From an optimization exercise on the open Yosys and OpenROAD flow, aimed at small area and a short achievable clock period; shortcuts taken in it are not production practice.
Only simulation tests tie the RTL to the original design; equivalence was not proved.
Power figures rest on the tool's default switching activity, not on a simulated workload.

Setup of P:
==> flow/design.v <==
module dual_issue_decode (
	input  logic			clk,
	input  logic			reset,
	input  logic [31:0]		instr_first,
	input  logic [31:0]		instr_second,
	input  logic [7:0]		pc,
	input  logic [7:0]		branch_pc,
	input  logic			branch_taken,
	output logic [31:0]		even_instr,
	output logic [10:0]		even_op,
	output logic [1:0]		even_unit,
	output logic [6:0]		even_rt,
	output logic			even_write,
	output logic [31:0]		odd_instr,
	output logic [10:0]		odd_op,
	output logic [1:0]		odd_unit,
	output logic [6:0]		odd_rt,
	output logic			odd_write,
	output logic			first_odd,
	output logic			stall,
	output logic [7:0]		stall_pc
);
	logic [31:0] a, b;			 
	logic ea, eb, oa, ob;		 
	logic [31:0] ew, ow;
	assign ew = ({32{ea}} & a) | ({32{eb}} & b);
	assign ow = ({32{oa}} & a) | ({32{ob}} & b);
	logic e_rrr, e_ila, e_ai, e_nop, e_fx1, e_shl;
	assign e_rrr = ew[31];
	assign e_ila = ~ew[31] & ew[30] & ~ew[29] & ew[25];
	assign e_ai  = ~ew[31] & ew[28] & ew[26];
	assign e_nop = ~ew[31] & ew[30] & ~ew[29] & ~ew[25];
	assign e_fx1 = e_ila | (~ew[31] & ~ew[30] & ew[28]);
	assign e_shl = ~ew[31] & ~ew[30] & ~ew[28] & ew[27];
	logic [6:0] e_rt0;
	logic e_wr0;
	assign e_rt0 = e_rrr ? ew[27:21] : ew[6:0];
	assign e_wr0 = (ew[31] | ew[30] | ew[28] | ew[27]) & ~e_nop;
	assign even_instr = ew;
	assign even_op    = {ew[31:28], ew[27:25] & {3{~e_rrr}}, ew[24] & ~e_rrr & ~e_ila,
		ew[23:21] & {3{~(e_rrr | e_ila | e_ai)}}};
	assign even_unit  = {e_fx1, e_fx1 | e_shl};
	assign even_rt    = e_rt0;
	assign even_write = e_wr0;
	logic o_ri10, o_ri16;
	assign o_ri10 = ow[29] & ~ow[27] & ow[26];
	assign o_ri16 = ow[29] & ~ow[27] & ~ow[26];
	logic o_ls;
	assign o_ls = o_ri10 | (ow[27] & ~ow[25]);
	assign odd_instr = ow;
	assign odd_op    = {ow[31:24], ow[23] & ~o_ri10, ow[22:21] & {2{~(o_ri10 | o_ri16)}}};
	assign odd_unit  = {o_ri16, o_ls};
	assign odd_rt    = ow[6:0];
	assign odd_write = ow[27] | (ow[28] & ow[26]);
	assign first_odd = oa;
	logic [5:1][6:0]	e_rt;
	logic [5:1]			e_al;	 
	logic [2:1]			e_lg;	 
	logic [4:1][6:0]	o_rt;
	logic [4:1]			o_al;
	logic [2:1]			o_lg;	 
	always_ff @(posedge clk) begin
		e_rt[1] <= e_rt0;
		o_rt[1] <= ow[6:0];
		for (int k = 2; k <= 5; k++) e_rt[k] <= e_rt[k-1];
		for (int k = 2; k <= 4; k++) o_rt[k] <= o_rt[k-1];
		e_lg[1] <= ~(e_fx1 | e_shl);	 
		e_lg[2] <= e_lg[1];
		o_lg[1] <= o_ls;	 
		o_lg[2] <= o_lg[1];
		if (reset) begin
			for (int k = 1; k <= 5; k++) e_al[k] <= 1'b0;
			for (int k = 1; k <= 4; k++) o_al[k] <= 1'b0;
		end else begin
			e_al[1] <= even_write & ~e_fx1;	 
			e_al[2] <= e_al[1];
			e_al[3] <= e_al[2] & e_lg[2];
			e_al[4] <= e_al[3];
			e_al[5] <= e_al[4];
			o_al[1] <= odd_write;					 
			o_al[2] <= o_al[1];
			o_al[3] <= o_al[2] & o_lg[2];
			o_al[4] <= o_al[3];
		end
	end
	function automatic logic busy(input logic [6:0] r,
		input logic ew_, input logic [6:0] ert, input logic ow_, input logic [6:0] ort,
		input logic [5:1][6:0] ert_h, input logic [5:1] eal,
		input logic [4:1][6:0] ort_h, input logic [4:1] oal);
		logic b;
		b = (ew_ && r == ert) || (ow_ && r == ort);
		for (int k = 1; k <= 5; k++) b = b || (eal[k] && r == ert_h[k]);
		for (int k = 1; k <= 4; k++) b = b || (oal[k] && r == ort_h[k]);
		busy = b;
	endfunction
	logic			sel_in, hold_f, hold_s;
	logic [31:0]	f, s;
	assign f = ({32{sel_in}} & instr_first) | ({32{hold_f}} & a);
	assign s = ({32{sel_in}} & instr_second) | ({32{hold_s}} & b);
	function automatic logic [6:0] dec(input logic [31:0] w);
		logic [10:0] o;
		logic ev, od, wr, ua, ub, uc, rrr;
		o = w[31:21];
		ev = 1'b0; od = 1'b0; wr = 1'b0; ua = 1'b0; ub = 1'b0; uc = 1'b0; rrr = 1'b0;
		if (o[10:7] == 4'b1100 || o[10:7] == 4'b1110) begin
			ev = 1'b1; wr = 1'b1; ua = 1'b1; ub = 1'b1; uc = 1'b1; rrr = 1'b1;
		end else if (o[10:4] == 7'b0100001) begin
			ev = 1'b1; wr = 1'b1;
		end else if (o[10:3] == 8'b00011100) begin
			ev = 1'b1; wr = 1'b1; ua = 1'b1;
		end else if (o == 11'b00011000000 || o == 11'b00011000001 || o == 11'b00001011011
				|| o == 11'b01111000100) begin
			ev = 1'b1; wr = 1'b1; ua = 1'b1; ub = 1'b1;
		end else if (o == 11'b01000000001) begin
			ev = 1'b1;
		end else if (o[10:3] == 8'b00110100) begin
			od = 1'b1; wr = 1'b1; ua = 1'b1;
		end else if (o[10:3] == 8'b00100100) begin
			od = 1'b1; ua = 1'b1; uc = 1'b1;
		end else if (o[10:2] == 9'b001100100) begin
			od = 1'b1;
		end else if (o[10:2] == 9'b001000000) begin
			od = 1'b1; uc = 1'b1;
		end else if (o == 11'b00111000100 || o == 11'b00111011100) begin
			od = 1'b1; wr = 1'b1; ua = 1'b1; ub = 1'b1;
		end else if (o == 11'b00000000001) begin
			od = 1'b1;
		end
		dec = {ev, od, wr, ua, ub, uc, rrr};
	endfunction
	logic [6:0] df, ds;
	logic f_ev, f_od, f_wr, f_ua, f_ub, f_uc;
	logic s_ev, s_od, s_wr, s_ua, s_ub, s_uc;
	assign df = dec(f);
	assign ds = dec(s);
	assign {f_ev, f_od, f_wr, f_ua, f_ub, f_uc} = df[6:1];
	assign {s_ev, s_od, s_wr, s_ua, s_ub, s_uc} = ds[6:1];
	logic [6:0] f_rt, s_rt;
	assign f_rt = df[0] ? f[27:21] : f[6:0];
	assign s_rt = ds[0] ? s[27:21] : s[6:0];
	logic stall_first, stall_second, busy_second, same_pipe, same_dest, raw_pair;
	assign stall_first =
		   (f_ua && busy(f[13:7],  even_write, e_rt0, odd_write, ow[6:0], e_rt, e_al, o_rt, o_al))
		|| (f_ub && busy(f[20:14], even_write, e_rt0, odd_write, ow[6:0], e_rt, e_al, o_rt, o_al))
		|| (f_uc && busy(f[6:0],   even_write, e_rt0, odd_write, ow[6:0], e_rt, e_al, o_rt, o_al));
	assign busy_second =
		   (s_ua && busy(s[13:7],  even_write, e_rt0, odd_write, ow[6:0], e_rt, e_al, o_rt, o_al))
		|| (s_ub && busy(s[20:14], even_write, e_rt0, odd_write, ow[6:0], e_rt, e_al, o_rt, o_al))
		|| (s_uc && busy(s[6:0],   even_write, e_rt0, odd_write, ow[6:0], e_rt, e_al, o_rt, o_al));
	assign same_pipe = (s_ev && f_ev) || (s_od && f_od);
	assign same_dest = f_wr && s_wr && (f_rt == s_rt);
	assign raw_pair = f_wr && ((s_ua && s[13:7] == f_rt) || (s_ub && s[20:14] == f_rt)
		|| (s_uc && s[6:0] == f_rt));
	assign stall_second = stall_first || same_pipe || same_dest || raw_pair || busy_second;
	logic go_first, go_second;
	logic [7:0] pc_q, pc_x;
	logic pc_new;
	assign stall_pc = pc_new ? pc_q : pc_x;
	assign go_first = ~branch_taken & ~stall_first;
	assign go_second = ~branch_taken & ~stall_second;
	always_ff @(posedge clk) begin
		a <= f;
		b <= s;
		ea <= ~reset & go_first & f_ev;
		eb <= ~reset & go_second & s_ev;
		oa <= ~reset & go_first & f_od;
		ob <= ~reset & go_second & s_od;
		sel_in <= reset | ~(branch_taken | stall_second);
		hold_f <= ~reset & ~branch_taken & stall_first;
		hold_s <= ~reset & ~branch_taken & stall_second;
		stall <= ~reset & (branch_taken | stall_second);
		pc_q <= pc;
		pc_new <= ~reset & ~branch_taken & ~stall & stall_second;
		pc_x <= reset ? 8'd0 : branch_taken ? branch_pc + 8'd2 : stall_pc;
	end
endmodule
clock: 9.0 ns
lec_check: 0
cap_margin: 20
core_margin: 2
core_utilization: 30
place_density: 0.45
setup_slack_margin: 5.0
slew_margin: 20
standard.sh (not shown) runs the stock make flow with config.mk's settings and CLKGATE_MAP_FILE= SYNTH_SCRIPT=/design/flow/synth_recipe.tcl, a recipe that flattens the netlist after the stock synthesis.
==> flow/flow/run.sh <==
#!/bin/bash
# The standard layout, with two changes:
#  - synthesis maps with an area-oriented ABC script (flow/abc_area.script),
#    otherwise the same as synth_recipe.tcl;
#  - the port buffers are plain buf_1 cells.
set -euo pipefail
HERE=$(pwd)
export BUFFER_PORTS_ARGS="-buffer_cell sky130_fd_sc_hd__buf_1"
export MY_ABC_SCRIPT=$HERE/flow/abc_area.script
sed "s#SYNTH_SCRIPT=[^ ]*#SYNTH_SCRIPT=$HERE/flow/synth.tcl#" standard.sh > own_standard.sh
bash own_standard.sh > flow_make.log 2>&1
==> flow/flow/abc_area.script <==
strash
&get -n
&st
&dch
&nf -a
&put
==> flow/flow/synth.tcl <==
# The standard synthesis (synth_recipe.tcl), with ABC's mapping script replaced
# by the area-oriented one next to this file.
proc synth {args} { yosys synth -nofsm -noshare {*}$args }
proc abc {args} {
  set i [lsearch -exact $args -script]
  if { $i >= 0 && [info exists ::env(MY_ABC_SCRIPT)] } {
    set args [lreplace $args $i [expr {$i + 1}] -script $::env(MY_ABC_SCRIPT)]
  }
  yosys abc {*}$args
}
source $::env(SCRIPTS_DIR)/synth.tcl
# left out here: clear keep_hierarchy, flatten, clean up, hide names made inside functions, write 1_2_yosys.v
P: full flow OK, the timing, design-rule and antenna checks passed
Modified inputs, Q compared to P
diff --git a/flow/design.v b/flow/design.v
--- a/flow/design.v
+++ b/flow/design.v
@@ -18,15 +18,18 @@
 	output logic			odd_write,
 	output logic			first_odd,
 	output logic			stall,
 	output logic [7:0]		stall_pc
 );
-	logic [31:0] a, b;			 
-	logic ea, eb, oa, ob;		 
+	logic [31:0] a_n, b_n;		 
+	logic ea_n, eb_n, oa_n, ob_n;	 
+	logic [31:0] a, b;
 	logic [31:0] ew, ow;
-	assign ew = ({32{ea}} & a) | ({32{eb}} & b);
-	assign ow = ({32{oa}} & a) | ({32{ob}} & b);
+	assign a = ~a_n;
+	assign b = ~b_n;
+	assign ew = ~(({32{ea_n}} | a_n) & ({32{eb_n}} | b_n));
+	assign ow = ~(({32{oa_n}} | a_n) & ({32{ob_n}} | b_n));
 	logic e_rrr, e_ila, e_ai, e_nop, e_fx1, e_shl;
 	assign e_rrr = ew[31];
 	assign e_ila = ~ew[31] & ew[30] & ~ew[29] & ew[25];
 	assign e_ai  = ~ew[31] & ew[28] & ew[26];
 	assign e_nop = ~ew[31] & ew[30] & ~ew[29] & ~ew[25];
@@ -50,11 +53,11 @@
 	assign odd_instr = ow;
 	assign odd_op    = {ow[31:24], ow[23] & ~o_ri10, ow[22:21] & {2{~(o_ri10 | o_ri16)}}};
 	assign odd_unit  = {o_ri16, o_ls};
 	assign odd_rt    = ow[6:0];
 	assign odd_write = ow[27] | (ow[28] & ow[26]);
-	assign first_odd = oa;
+	assign first_odd = ~oa_n;
 	logic [5:1][6:0]	e_rt;
 	logic [5:1]			e_al;	 
 	logic [2:1]			e_lg;	 
 	logic [4:1][6:0]	o_rt;
 	logic [4:1]			o_al;
@@ -157,16 +160,16 @@
 	logic pc_new;
 	assign stall_pc = pc_new ? pc_q : pc_x;
 	assign go_first = ~branch_taken & ~stall_first;
 	assign go_second = ~branch_taken & ~stall_second;
 	always_ff @(posedge clk) begin
-		a <= f;
-		b <= s;
-		ea <= ~reset & go_first & f_ev;
-		eb <= ~reset & go_second & s_ev;
-		oa <= ~reset & go_first & f_od;
-		ob <= ~reset & go_second & s_od;
+		a_n <= ~f;
+		b_n <= ~s;
+		ea_n <= ~(~reset & go_first & f_ev);
+		eb_n <= ~(~reset & go_second & s_ev);
+		oa_n <= ~(~reset & go_first & f_od);
+		ob_n <= ~(~reset & go_second & s_od);
 		sel_in <= reset | ~(branch_taken | stall_second);
 		hold_f <= ~reset & ~branch_taken & stall_first;
 		hold_s <= ~reset & ~branch_taken & stall_second;
 		stall <= ~reset & (branch_taken | stall_second);
 		pc_q <= pc;
==> results.txt <==
Final critical path time including I/O delays and setup in Q is 0.063 ns lower than in P. Area of the multi-input gates, P and Q, lower one = P. Per the comparison of Q with P, post-synthesis cell type count picked up an extra 3, count of standard-cell rows now larger, antenna cell count held steady, global-route track usage on met2 went up 5.7 points, relative contribution of combinational cells to total power lower. Latest clock arrival within the worst-skew pair delta (Q -> P): insignificant.


== PW ==
Starts from the design.v that is shown in full above.
clock: 9.0 ns
lec_check: 0
cap_margin: 20
core_margin: 2
core_utilization: 25
place_density: 0.4
setup_slack_margin: 4.7
slew_margin: 20
==> flow/flow/abc_area.script <==
strash
dch
map -a
topo
stime -c
buffer -c
upsize -c
dnsize -c
Scripts as last shown in full above: flow/flow/run.sh, flow/flow/synth.tcl
Setup changes, PW to TR
--- a/flow/design.v
+++ b/flow/design.v
@@ -17,17 +17,20 @@
 	output logic [6:0]		odd_rt,
 	output logic			odd_write,
 	output logic			first_odd,
 	output logic			stall,
 	output logic [7:0]		stall_pc
 );
-	logic [31:0] a, b;			 
-	logic ea, eb, oa, ob;		 
+	logic [31:0] a_n, b_n;		 
+	logic ea_n, eb_n, oa_n, ob_n;	 
+	logic [31:0] a, b;
 	logic [31:0] ew, ow;
-	assign ew = ({32{ea}} & a) | ({32{eb}} & b);
-	assign ow = ({32{oa}} & a) | ({32{ob}} & b);
+	assign a = ~a_n;
+	assign b = ~b_n;
+	assign ew = ~(({32{ea_n}} | a_n) & ({32{eb_n}} | b_n));
+	assign ow = ~(({32{oa_n}} | a_n) & ({32{ob_n}} | b_n));
 	logic e_rrr, e_ila, e_ai, e_nop, e_fx1, e_shl;
 	assign e_rrr = ew[31];
 	assign e_ila = ~ew[31] & ew[30] & ~ew[29] & ew[25];
 	assign e_ai  = ~ew[31] & ew[28] & ew[26];
 	assign e_nop = ~ew[31] & ew[30] & ~ew[29] & ~ew[25];
 	assign e_fx1 = e_ila | (~ew[31] & ~ew[30] & ew[28]);
@@ -49,13 +52,13 @@
 	assign o_ls = o_ri10 | (ow[27] & ~ow[25]);
 	assign odd_instr = ow;
 	assign odd_op    = {ow[31:24], ow[23] & ~o_ri10, ow[22:21] & {2{~(o_ri10 | o_ri16)}}};
 	assign odd_unit  = {o_ri16, o_ls};
 	assign odd_rt    = ow[6:0];
 	assign odd_write = ow[27] | (ow[28] & ow[26]);
-	assign first_odd = oa;
+	assign first_odd = ~oa_n;
 	logic [5:1][6:0]	e_rt;
 	logic [5:1]			e_al;	 
 	logic [2:1]			e_lg;	 
 	logic [4:1][6:0]	o_rt;
 	logic [4:1]			o_al;
 	logic [2:1]			o_lg;	 
@@ -156,18 +159,18 @@
 	logic [7:0] pc_q, pc_x;
 	logic pc_new;
 	assign stall_pc = pc_new ? pc_q : pc_x;
 	assign go_first = ~branch_taken & ~stall_first;
 	assign go_second = ~branch_taken & ~stall_second;
 	always_ff @(posedge clk) begin
-		a <= f;
-		b <= s;
-		ea <= ~reset & go_first & f_ev;
-		eb <= ~reset & go_second & s_ev;
-		oa <= ~reset & go_first & f_od;
-		ob <= ~reset & go_second & s_od;
+		a_n <= ~f;
+		b_n <= ~s;
+		ea_n <= ~(~reset & go_first & f_ev);
+		eb_n <= ~(~reset & go_second & s_ev);
+		oa_n <= ~(~reset & go_first & f_od);
+		ob_n <= ~(~reset & go_second & s_od);
 		sel_in <= reset | ~(branch_taken | stall_second);
 		hold_f <= ~reset & ~branch_taken & stall_first;
 		hold_s <= ~reset & ~branch_taken & stall_second;
 		stall <= ~reset & (branch_taken | stall_second);
 		pc_q <= pc;
 		pc_new <= ~reset & ~branch_taken & ~stall & stall_second;
==> results.txt <==
Compared with PW, TR shows layout inverter count without the clock tree lower by 63. In the reports for PW and TR, the smaller fraction of synthesized cell area in xor and xnor cells belongs to PW. The net total in the final layout of TR falls short of that of PW by 0.57%. Relative to PW, synthesized area decreased by 210 um^2 in TR. Summary of TR over PW: horizontal extent of the die went down by 0.84%, average vias per placed instance went down by 0.56%, highest fanout seen on the critical path went up by 4, global routing usage on met1 now smaller. Comparing PW and TR, the lower combinational cell fraction of total power was measured on TR.

[what the ideal ports hide]
How much do the figures lean on ideal ports? The routed layouts below were timed once more, with nothing changed but the port constraints.
Step 1, drivers: a clkbuf_16 drives clk and a buf_2 each remaining input, both assumed.
Step 2 moves the port delays by t, midway between the first and last clock arrival at a register: inputs arrive t later, outputs are due t later. That takes back most of the time a late clock gives input paths.
a / b / c = ideal ports / drivers / drivers and shift; a / b = the first two.
run | shift t [ns] | setup WS [ns] | clock arrival spread, ns
P | 0.500 | 4.992 / 4.938 / 4.529 | 0.018 / 0.018
Q | 0.516 | 5.054 / 5.000 / 4.624 | 0.019 / 0.019
PW | 0.554 | 4.723 / 4.696 / 4.181 | 0.013 / 0.013
TR | 0.552 | 4.692 / 4.729 / 4.178 | 0.017 / 0.017
After both steps setup and hold are still met in every run listed. For PW, which loses most, drivers alone change the setup slack by -0.027 ns; drivers and shift together by -0.542 ns.
